What follows belongs to an exercise in optimizing a design on an open flow for a short achievable clock period and few clock cycles; a production flow would make more cautious choices.
Only the layout flow was run in this run; the RTL was not checked for function there.
Power and IR drop assume default switching activity.

===== flow/config.mk =====
export PLATFORM = sky130hd
export DESIGN_NAME = mc_data_path
export DESIGN_NICKNAME = mc_data_path
export VERILOG_FILES = /design/flow/design.v
export SDC_FILE = /design/flow/constraint.sdc
export NUM_CORES = 4
export LEC_CHECK = 0
export CAP_MARGIN = 20
export CORE_MARGIN = 2
export CORE_UTILIZATION = 40
export SETUP_SLACK_MARGIN = 5
export SLEW_MARGIN = 20
export TNS_END_PERCENT = 100

===== flow/constraint.sdc =====
create_clock -name core_clock -period 9.0 [get_ports {clk}]
set_input_delay 1.8000 -clock core_clock [delete_from_list [all_inputs] [get_ports {clk}]]
set_output_delay 1.8000 -clock core_clock [all_outputs]
set_load 0.01 [all_outputs]

===== flow/run.sh =====
#!/bin/bash
# synth_recipe.tcl (not shown) runs the flow's synth.tcl, then flattens the netlist and writes it again
# the make line also repeats each setting of config.mk as NAME=value (left out here)
make -C /OpenROAD-flow-scripts/flow DESIGN_CONFIG=/design/flow/config.mk WORK_HOME=/design/flow/orfs CLKGATE_MAP_FILE= SYNTH_SCRIPT=/design/flow/synth_recipe.tcl finish

===== flow/design.v =====
package mc_data_path_pkg;
    localparam logic [6:0] OP_R      = 7'b0110011;
    localparam logic [6:0] OP_I      = 7'b0010011;
    localparam logic [6:0] OP_LOAD   = 7'b0000011;
    localparam logic [6:0] OP_STORE  = 7'b0100011;
    localparam logic [6:0] OP_BRANCH = 7'b1100011;
    localparam logic [3:0] ALU_AND  = 4'b0000;
    localparam logic [3:0] ALU_OR   = 4'b0001;
    localparam logic [3:0] ALU_ADD  = 4'b0010;
    localparam logic [3:0] ALU_XOR  = 4'b0011;
    localparam logic [3:0] ALU_SLL  = 4'b0100;
    localparam logic [3:0] ALU_SRL  = 4'b0101;
    localparam logic [3:0] ALU_SUB  = 4'b0110;
    localparam logic [3:0] ALU_SLT  = 4'b0111;
    localparam logic [3:0] ALU_SRA  = 4'b1000;
    localparam logic [3:0] ALU_SLTU = 4'b1001;
    localparam logic [3:0] ALU_NOR  = 4'b1100;
    function automatic logic [31:0] alu_32(input logic [31:0] a,
                                           input logic [31:0] b,
                                           input logic [3:0]  cc);
        logic [31:0] y;
        case (cc)
            ALU_AND:  y = a & b;
            ALU_OR:   y = a | b;
            ALU_ADD:  y = a + b;
            ALU_XOR:  y = a ^ b;
            ALU_SLL:  y = a << b[4:0];
            ALU_SRL:  y = a >> b[4:0];
            ALU_SUB:  y = a - b;
            ALU_SLT:  y = {31'b0, $signed(a) < $signed(b)};
            ALU_SRA:  y = $signed(a) >>> b[4:0];
            ALU_SLTU: y = {31'b0, a < b};
            ALU_NOR:  y = ~(a | b);
            default:  y = '0;
        endcase
        alu_32 = y;
    endfunction
    function automatic logic alu_zero(input logic [31:0] a,
                                      input logic [31:0] b,
                                      input logic [3:0]  cc);
        logic z;
        case (cc)
            ALU_AND:          z = ~|(a & b);
            ALU_OR:           z = ~|(a | b);
            ALU_ADD:          z = ((a ^ b) == {a[30:0] | b[30:0], 1'b0});
            ALU_XOR, ALU_SUB: z = (a == b);
            ALU_SLL:          z = ~|(a << b[4:0]);
            ALU_SRL:          z = ~|(a >> b[4:0]);
            ALU_SLT:          z = ~($signed(a) < $signed(b));
            ALU_SRA:          z = ~a[31] & ~|(a >> b[4:0]);
            ALU_SLTU:         z = ~(a < b);
            ALU_NOR:          z = &(a | b);
            default:          z = 1'b1;
        endcase
        alu_zero = z;
    endfunction
    function automatic logic [31:0] imm_gen(input logic [31:0] ins);
        logic [31:0] imm;
        case (ins[6:0])
            OP_I, OP_LOAD: imm = {{20{ins[31]}}, ins[31:20]};
            OP_STORE:      imm = {{20{ins[31]}}, ins[31:25], ins[11:7]};
            OP_BRANCH:     imm = {{19{ins[31]}}, ins[31], ins[7], ins[30:25], ins[11:8], 1'b0};
            default:       imm = '0;
        endcase
        imm_gen = imm;
    endfunction
    function automatic logic [32:0] ks_carry(input logic [31:0] g,
                                             input logic [31:0] p,
                                             input logic        cin);
        logic [31:0] gg, pp, gn, pn;
        gg    = g;
        pp    = p;
        gg[0] = g[0] | (p[0] & cin);
        for (int d = 1; d < 32; d = d * 2) begin
            gn = gg;
            pn = pp;
            for (int i = d; i < 32; i++) begin
                gn[i] = gg[i] | (pp[i] & gg[i-d]);
                pn[i] = pp[i] & pp[i-d];
            end
            gg = gn;
            pp = pn;
        end
        ks_carry = {gg, cin};
    endfunction
endpackage
module mc_regfile #(
    parameter int DATA_W     = 32,
    parameter int RF_ADDRESS = 5
) (
    input  logic                  clk,
    input  logic                  rst_n,
    input  logic                  we,
    input  logic [RF_ADDRESS-1:0] waddr,
    input  logic [DATA_W-1:0]     wdata,
    input  logic                  byp_en,
    input  logic [RF_ADDRESS-1:0] raddr1,
    output logic [DATA_W-1:0]     rdata1,
    input  logic [RF_ADDRESS-1:0] raddr2,
    output logic [DATA_W-1:0]     rdata2
);
    localparam int NREG = 2 ** RF_ADDRESS;
    logic [DATA_W-1:0] regs_q [NREG];
    always_ff @(posedge clk or negedge rst_n) begin
        if (!rst_n) begin
            for (int i = 0; i < NREG; i++) begin
                regs_q[i] <= '0;
            end
        end else if (we && (waddr != '0)) begin
            regs_q[waddr] <= wdata;
        end
    end
    assign rdata1 = (raddr1 == '0) ? '0 :
                    (byp_en && (waddr == raddr1)) ? wdata : regs_q[raddr1];
    assign rdata2 = (raddr2 == '0) ? '0 :
                    (byp_en && (waddr == raddr2)) ? wdata : regs_q[raddr2];
endmodule
module mc_alu_all (
    input  logic [31:0]       a,
    input  logic [31:0]       o,
    output logic [15:0][31:0] y,
    output logic [15:0]       z
);
    logic [31:0] g, p, orr, gs, ml, mr;
    logic [32:0] c_add, c_sub;
    logic        ltu, lts, zsrl;
    assign g     = a & o;
    assign p     = a ^ o;
    assign orr   = a | o;
    assign gs    = a & ~o;
    assign ml    = a & (32'hFFFF_FFFF >> o[4:0]);
    assign mr    = a & (32'hFFFF_FFFF << o[4:0]);
    assign c_add = mc_data_path_pkg::ks_carry(g, p, 1'b0);
    assign c_sub = mc_data_path_pkg::ks_carry(gs, ~p, 1'b1);
    assign ltu   = ~c_sub[32];
    assign lts   = p[31] ? a[31] : ltu;
    assign zsrl  = ~|mr;
    always_comb begin
        for (int k = 0; k < 16; k++) begin
            y[k] = '0;
            z[k] = 1'b1;
        end
        y[mc_data_path_pkg::ALU_AND]  = g;
        y[mc_data_path_pkg::ALU_OR]   = orr;
        y[mc_data_path_pkg::ALU_ADD]  = p ^ c_add[31:0];
        y[mc_data_path_pkg::ALU_XOR]  = p;
        y[mc_data_path_pkg::ALU_SLL]  = a << o[4:0];
        y[mc_data_path_pkg::ALU_SRL]  = a >> o[4:0];
        y[mc_data_path_pkg::ALU_SUB]  = ~p ^ c_sub[31:0];
        y[mc_data_path_pkg::ALU_SLT]  = {31'b0, lts};
        y[mc_data_path_pkg::ALU_SRA]  = $signed(a) >>> o[4:0];
        y[mc_data_path_pkg::ALU_SLTU] = {31'b0, ltu};
        y[mc_data_path_pkg::ALU_NOR]  = ~orr;
        z[mc_data_path_pkg::ALU_AND]  = ~|g;
        z[mc_data_path_pkg::ALU_OR]   = ~|orr;
        z[mc_data_path_pkg::ALU_ADD]  = (p == {orr[30:0], 1'b0});
        z[mc_data_path_pkg::ALU_XOR]  = ~|p;
        z[mc_data_path_pkg::ALU_SLL]  = ~|ml;
        z[mc_data_path_pkg::ALU_SRL]  = zsrl;
        z[mc_data_path_pkg::ALU_SUB]  = ~|p;
        z[mc_data_path_pkg::ALU_SLT]  = ~lts;
        z[mc_data_path_pkg::ALU_SRA]  = ~a[31] & zsrl;
        z[mc_data_path_pkg::ALU_SLTU] = ~ltu;
        z[mc_data_path_pkg::ALU_NOR]  = &orr;
    end
endmodule
module mc_data_path #(
    parameter int              PC_W       = 10,
    parameter int              INS_W      = 32,
    parameter int              DATA_W     = 32,
    parameter int              RF_ADDRESS = 5,
    parameter int              DM_ADDRESS = 9,
    parameter int              ALU_CC_W   = 4,
    parameter logic [PC_W-1:0] RESET_PC   = '0
) (
    input  logic                  clk,
    input  logic                  reset,
    input  logic                  reg_write,
    input  logic                  mem2reg,
    input  logic                  alu_src,
    input  logic                  mem_write,
    input  logic                  mem_read,
    input  logic                  branch,
    input  logic [ALU_CC_W-1:0]   alu_cc,
    output logic                  imem_req,
    output logic [PC_W-1:0]       imem_addr,
    input  logic [INS_W-1:0]      imem_rdata,
    input  logic                  imem_valid,
    output logic                  dmem_req,
    output logic                  dmem_we,
    output logic [DM_ADDRESS-1:0] dmem_addr,
    output logic [DATA_W-1:0]     dmem_wdata,
    input  logic [DATA_W-1:0]     dmem_rdata,
    input  logic                  dmem_valid,
    output logic [6:0]            opcode,
    output logic [6:0]            funct7,
    output logic [2:0]            funct3,
    output logic [DATA_W-1:0]     alu_result,
    output logic [PC_W-1:0]       pc,
    output logic                  retire
);
    localparam int CW   = 6 + ALU_CC_W;    
    localparam int NPRE = 256;             
    logic              run_q, ex_q;
    logic [PC_W-1:0]   pc_q, pc4_q, tgt_q;
    logic [INS_W-1:0]  ir_q;
    logic [DATA_W-1:0] b_q, aluout_q;
    logic [31:0][DATA_W-1:0] y_q, y_d;
    logic [31:0]             z_q, z_d;
    logic [31:0][PC_W-1:0]   bpc_q, bpc_d;
    logic [CW-1:0]           cw_q, cw_in, cw_f;
    logic [NPRE-1:0][CW-1:0] cwt_q;
    logic [31:0]             sel_q, bsel_q;
    logic                    nbr_q;
    logic              c_reg_write, c_mem2reg, c_alu_src, c_mem_write, c_mem_read, c_branch;
    logic [3:0]        c_alu_cc;
    logic [DATA_W-1:0] rs1_data, rs2_data, alu_y, rf_wdata, imm_f;
    logic              cw_ok, need_d, rf_we, byp_en, fetch_hs;
    logic              take;
    logic [PC_W-1:0]   npc, pc4_f, tgt_f;
    assign cw_in = {reg_write, mem2reg, alu_src, mem_write, mem_read, branch, alu_cc};
    assign {c_reg_write, c_mem2reg, c_alu_src, c_mem_write, c_mem_read, c_branch, c_alu_cc} = cw_q;
    assign cw_ok = (cw_in == cw_q);
    always_comb begin
        alu_y = '0;
        npc   = nbr_q ? pc4_q : '0;
        take  = 1'b0;
        for (int k = 0; k < 32; k++) begin
            alu_y = alu_y | ({DATA_W{sel_q[k]}} & y_q[k]);
            npc   = npc | ({PC_W{bsel_q[k]}} & bpc_q[k]);
            take  = take | (bsel_q[k] & z_q[k]);
        end
    end
    assign need_d   = c_mem_read | c_mem_write;
    assign retire   = ex_q & cw_ok & (~need_d | dmem_valid);
    assign rf_we    = retire & c_reg_write & ~c_mem_write;
    assign byp_en   = ex_q & c_reg_write & ~c_mem_write;
    assign rf_wdata = c_mem2reg ? dmem_rdata : alu_y;
    assign dmem_req   = ex_q & cw_ok & need_d;
    assign dmem_we    = ex_q & c_mem_write;
    assign dmem_addr  = alu_y[DM_ADDRESS-1:0];
    assign dmem_wdata = b_q;
    assign imem_req  = ex_q ? retire : run_q;
    assign imem_addr = ex_q ? npc : pc_q;
    assign fetch_hs  = imem_req & imem_valid;
    assign imm_f     = mc_data_path_pkg::imm_gen(imem_rdata);
    always_comb begin
        if (!ex_q) begin
            pc4_f = pc_q + PC_W'(4);
            tgt_f = pc_q + imm_f[PC_W-1:0];
        end else if (take) begin
            pc4_f = tgt_q + PC_W'(4);
            tgt_f = tgt_q + imm_f[PC_W-1:0];
        end else begin
            pc4_f = pc4_q + PC_W'(4);
            tgt_f = pc4_q + imm_f[PC_W-1:0];
        end
    end
    assign cw_f = cwt_q[imem_addr[9:2]];
    mc_regfile #(.DATA_W(DATA_W), .RF_ADDRESS(RF_ADDRESS)) u_rf (
        .clk    (clk),
        .rst_n  (reset),
        .we     (rf_we),
        .waddr  (ir_q[7 +: RF_ADDRESS]),
        .wdata  (rf_wdata),
        .byp_en (byp_en),
        .raddr1 (imem_rdata[15 +: RF_ADDRESS]),
        .rdata1 (rs1_data),
        .raddr2 (imem_rdata[20 +: RF_ADDRESS]),
        .rdata2 (rs2_data)
    );
    mc_alu_all u_alu_b (.a(rs1_data), .o(rs2_data), .y(y_d[15:0]),  .z(z_d[15:0]));
    mc_alu_all u_alu_i (.a(rs1_data), .o(imm_f),    .y(y_d[31:16]), .z(z_d[31:16]));
    always_comb begin
        for (int k = 0; k < 32; k++) begin
            bpc_d[k] = z_d[k] ? tgt_f : pc4_f;
        end
    end
    always_ff @(posedge clk or negedge reset) begin
        if (!reset) begin
            run_q    <= 1'b0;
            ex_q     <= 1'b0;
            pc_q     <= RESET_PC;
            pc4_q    <= '0;
            tgt_q    <= '0;
            ir_q     <= '0;
            b_q      <= '0;
            aluout_q <= '0;
            y_q      <= '0;
            z_q      <= '0;
            bpc_q    <= '0;
            cw_q     <= '0;
            cwt_q    <= '0;
            sel_q    <= '0;
            bsel_q   <= '0;
            nbr_q    <= 1'b0;
        end else begin
            run_q <= 1'b1;
            if (ex_q && !cw_ok) begin
                cw_q             <= cw_in;
                cwt_q[pc_q[9:2]] <= cw_in;
                sel_q            <= 32'b1 << {alu_src, alu_cc};
                bsel_q           <= branch ? (32'b1 << {alu_src, alu_cc}) : '0;
                nbr_q            <= ~branch;
            end
            if (retire) begin
                pc_q     <= npc;
                aluout_q <= alu_y;
            end
            if (fetch_hs) begin
                ex_q  <= 1'b1;
                ir_q  <= imem_rdata;
                b_q   <= rs2_data;
                pc4_q <= pc4_f;
                tgt_q <= tgt_f;
                y_q   <= y_d;
                z_q   <= z_d;
                bpc_q <= bpc_d;
                cw_q   <= cw_f;
                sel_q  <= 32'b1 << {cw_f[7], cw_f[3:0]};
                bsel_q <= cw_f[4] ? (32'b1 << {cw_f[7], cw_f[3:0]}) : '0;
                nbr_q  <= ~cw_f[4];
            end else if (retire) begin
                ex_q <= 1'b0;
            end
        end
    end
    assign opcode     = ir_q[6:0];
    assign funct7     = ir_q[31:25];
    assign funct3     = ir_q[14:12];
    assign alu_result = aluout_q;
    assign pc         = pc_q;
endmodule

==> impl_metrics.json <==
{
  "synth.area.top_cells": "dfrtp_1 49%, nand2_1 9.1%, a22o_1 8.9%, o21ai_0 4.9%, nand3_1 3.5%",
  "synth_mux_area_share_pct": 2.83,
  "synthSimpleGateAreaFrac_pct": 17.8,
  "holdBufCountCts": 0,
  "ys.flop_type": "dfrtp_1",
  "seq_area_frac_synth_pct": 49.2,
  "start_util_pct": 40.2,
  "syn-mean-instance-area_um2": 9.11,
  "run_status": "stopped before the end",
  "synth_seq_cells": 4529,
  "h-tree-depth": 6,
  "die_h_um": 763,
  "synth_area_leader_cell": "dfrtp_1",
  "place_area_mm2": 0.250,
  "port_buffers": 191,
  "ys_types": 118,
  "syn_nets": 25600,
  "synthXorXnorAreaFrac_pct": 0.878,
  "synthArstFlopShare_pct": 100,
  "cts_max_path_buffers": 4,
  "synth_warnings": 4,
  "overflow": 2,
  "synth_fa_ha_area_share_pct": 1.24,
  "gp_routability_congestion": 1.08,
  "synth_compound_area_share_pct": 23.3,
  "io_pins": 192,
  "error": "[ERROR GRT-0232] Routing congestion too high. Check the congestion heatmap in the GUI.",
  "cts-buffers-inserted": 536,
  "yosysTopAreaCellShare_pct": 49.2,
  "placementRows": 278,
  "grt_start_max_net_pins": 176,
  "synth_top_family_by_area": "compound AO/OA/AOI/OAI gates",
  "grt_use_total_pct": 61.6,
  "die_w_um": 763,
  "netlist_area_mm2": 0.231,
  "netlist_instances": 25300,
  "cts_sinks": 4529,
  "stop_stage": "global routing",
  "hpwlAfterDp_um": 979000,
  "synth_edf_count": 0,
  "cts-root-buf": "clkbuf_16"
}
==> how the worst max path moves through the flow <==
stage / cells past startpoint / end / startpoint / slack [ns]
after CTS: 31 / z_q[23] / imem_rdata[16] / 2.69
after detailed placement: 20 / bpc_q[61] / imem_rdata[20] / 0.06
after global placement: 19 / bpc_q[61] / imem_rdata[20] / 0.03
after floorplan: 28 / y_q[94] / imem_rdata[21] / 2.27
==> Yosys cell counts (all sizes together), types with 158 or more instances <==
cell and count:
nand2 5618, dfrtp 4529, a22o 2348, o21ai 2257, clkbuf 1903, nand3 1635, nor2 853, a22oi 790
buf 558, mux2i 549, a21oi 494, nand4 408, ha 218, inv 216, and3 213, nor3 207
a31oi 176, xnor2 159, a211oi 158
==> per-layer routing <==
metal | overflow | track usage [%]
met5 | 0 | 28.2
met4 | 0 | 49.4
met3 | 0 | 46.6
met2 | 1 | 72.6
met1 | 1 | 69.8
==> cells by family after synthesis <==
group,after synthesis
AND/OR/NAND/NOR,9460
AO/OA/AOI/OAI,7544
flip-flops,4529
buffers and inverters,2684
multiplexers,636
XOR/XNOR,231
adder cells (fa/ha/maj),225
other,1
==> power by group through the flow <==
stage | Sequential [mW] | Combinational [mW] | Clock [mW]
after floorplan | 23.2 | 25.4 | 0
after global placement | 24.4 | 54.1 | 0
after detailed placement | 24.4 | 54.2 | 0
after CTS | 24.0 | 76.0 | 23.2
==> per-stage QoR <==
stage | instances | hold slack (ns) | setup slack, ns
3_5_place_dp | 31900 | 0.457 | 0.0617
2_1_floorplan | 25300 | 0.436 | 2.27
3_3_place_gp | 31900 | 0.455 | 0.0305
4_1_cts | 35600 | 0.469 | 2.69
==> repair_timing <==
| item | 4_1_cts |
|---|---|
| hold endpoints to repair | 0 |
| setup endpoints to repair | 4540 |
| gates resized for setup | 5836 |
| cloned | 794 |
| setup buffers | 2018 |
| pin swaps | 1533 |
